Context: an optimization exercise on an open-source flow, tuned for a short achievable clock period and few clock cycles per item. The choices shown serve that exercise and are no tape-out recipe.
The RTL was checked by simulation tests, not by an equivalence proof against the original design.
Power and IR drop assume default switching activity.

Design exec_unit, start of the top module:
module exec_unit (
  input  logic        clk_i,
  input  logic        rst_i,
  input  logic        req_valid_i,
  output logic        req_ready_o,
  input  logic [31:0] req_pc_i,
  input  logic [5:0]  req_op_i,
  input  logic [31:0] req_param1_i,
  input  logic [31:0] req_param2_i,
  input  logic [31:0] req_param3_i,
  input  logic [4:0]  req_rd_i,
  output logic        resp_valid_o,
  input  logic        resp_ready_i,
  output logic        resp_write_o,
  output logic [4:0]  resp_addr_o,
  output logic [31:0] resp_result_o,
  output logic        resp_branch_o,
  output logic [19:0] resp_boffset_o,
  output logic [31:0] wb_adr_o,
  output logic [31:0] wb_dat_o,
  output logic        wb_we_o,
  output logic [3:0]  wb_sel_o,
  output logic        wb_stb_o,
  output logic        wb_cyc_o,
  input  logic [31:0] wb_dat_i,
  input  logic        wb_ack_i
);
  localparam int D  = 8;    
  localparam int DW = 3;
  localparam int B  = 4;    
  localparam int BW = 2;
  logic [31:0] a, b, c, pc;
  logic [5:0]  op;
  assign a  = req_param1_i;
  assign b  = req_param2_i;
  assign c  = req_param3_i;
  assign pc = req_pc_i;
  assign op = req_op_i;
  logic rdy_q, acc;
  assign req_ready_o = rdy_q;
  assign acc         = req_valid_i & rdy_q;
  logic        d_lui, d_auipc, d_jal, d_add, d_sub, d_xor, d_or, d_and;
  ...
export LEC_CHECK = 0
export ABC_CLOCK_PERIOD_IN_PS = 2000
export CAP_MARGIN = 20
export CORE_MARGIN = 2
export CORE_UTILIZATION = 60
export CTS_CLUSTER_DIAMETER = 100
export CTS_CLUSTER_SIZE = 30
export SETUP_SLACK_MARGIN = 2.6
export SLEW_MARGIN = 20
export TNS_END_PERCENT = 100
create_clock -name core_clock -period 5.0 [get_ports {clk_i}]
run.sh (not shown) runs the stock make flow with config.mk's settings and CLKGATE_MAP_FILE= SYNTH_SCRIPT=/design/flow/synth_recipe.tcl, a recipe that flattens the netlist after the stock synthesis.
Testbench counts at the start, summed over its fixed seeds: cycles 24,097, items 24,000.
Next try:
--- a/flow/config.mk
+++ b/flow/config.mk
@@ -11,3 +11 @@
-export CORE_UTILIZATION = 60
-export CTS_CLUSTER_DIAMETER = 100
-export CTS_CLUSTER_SIZE = 30
+export CORE_UTILIZATION = 40
What happened: Critical path depth came out higher by 4; first-iteration DRC count went down by 23%; maximum frequency goes down by 2.7%; combinational power hardly moves; final area grows by 3.6%; wire length grows by 5.1%.

========
exec_unit, a different RTL version from the one above (not shown whole).
For scale: about 6300 cells after synthesis, ~310 I/O pins, ~75000 um2 of cells after synthesis.
export LEC_CHECK = 0
export ABC_CLOCK_PERIOD_IN_PS = 2000
export CAP_MARGIN = 20
export CORE_MARGIN = 2
export CORE_UTILIZATION = 60
export CTS_CLUSTER_DIAMETER = 80
export CTS_CLUSTER_SIZE = 25
export SETUP_SLACK_MARGIN = 2.7
export SLEW_MARGIN = 20
export SYNTH_HIERARCHICAL = 1
export SYNTH_MINIMUM_KEEP_SIZE = 0
export TNS_END_PERCENT = 100
create_clock -name core_clock -period 5.0 [get_ports {clk_i}]
standard.sh (not shown) runs the stock make flow with config.mk's settings and CLKGATE_MAP_FILE= SYNTH_SCRIPT=/design/flow/synth_recipe.tcl, a recipe that flattens the netlist after the stock synthesis.
==> flow/flow/run.sh <==
#!/bin/bash
# The standard layout, with two changes to how it is made:
# - the port buffers are buf_4 cells (the platform's default pick is a
#   delay cell, clkdlybuf4s50_1), still one buffer on every input and output;
# - the resizer may change a cell's footprint when it sizes it (the platform
#   otherwise limits sizing to cells of the same footprint).
set -euo pipefail
bash standard.sh "BUFFER_PORTS_ARGS=-buffer_cell sky130_fd_sc_hd__buf_4" MATCH_CELL_FOOTPRINT=0 finish > standard_flow.log 2>&1
Testbench counts at the start, summed over its fixed seeds: cycles 24,101, items 24,000.
Next try:
--- a/flow/config.mk
+++ b/flow/config.mk
@@ -10,3 +10,3 @@
 export CORE_MARGIN = 2
-export CORE_UTILIZATION = 60
+export CORE_UTILIZATION = 68
 export CTS_CLUSTER_DIAMETER = 80
After rerunning: The new run passed the timing, design-rule and antenna checks; final area decreases slightly; clock skew decreases by 0.011 ns; power decreases slightly; worst setup slack degrades by 0.097 ns; sequential power hardly moves; count of clock-buffer cells in the layout increases by 6; wire length decreases slightly; area after synthesis stays the same.

-- afterwards: timing with drivers on the ports --
In the flow no input, the clock included, has a driving cell. The finished layouts below were timed again as built, in two steps.
Step 1, drivers: a clkbuf_16 drives clk_i and a buf_2 each remaining input, both assumed.
Step 2 times the ports against the registers' clock, not the clock port: input delays grow and output delays shrink by t, the midpoint of the rising clock arrivals with the driver on.
Slacks: no drivers / after step 1 / after step 2; pairs: no drivers / after step 1.
run	t (ns)	setup WS [ns]	hold slack, ns	worst setup path after step 2
the first run of note 1	0.697	1.794 / 1.714 / 1.018	0.446 / 0.446 / 0.446	input to register
the second run of note 1	0.756	1.706 / 1.739 / 0.983	0.473 / 0.473 / 0.473	input to register
the first run of note 2	0.810	2.692 / 2.635 / 1.989	0.327 / 0.309 / 0.327	input to register
the second run of note 2	0.798	2.596 / 2.596 / 1.855	0.334 / 0.310 / 0.334	input to register
After both steps every run listed still meets setup and hold. For the first run of note 1, which loses most, drivers alone change the setup slack by -0.080 ns; drivers and shift together by -0.776 ns.
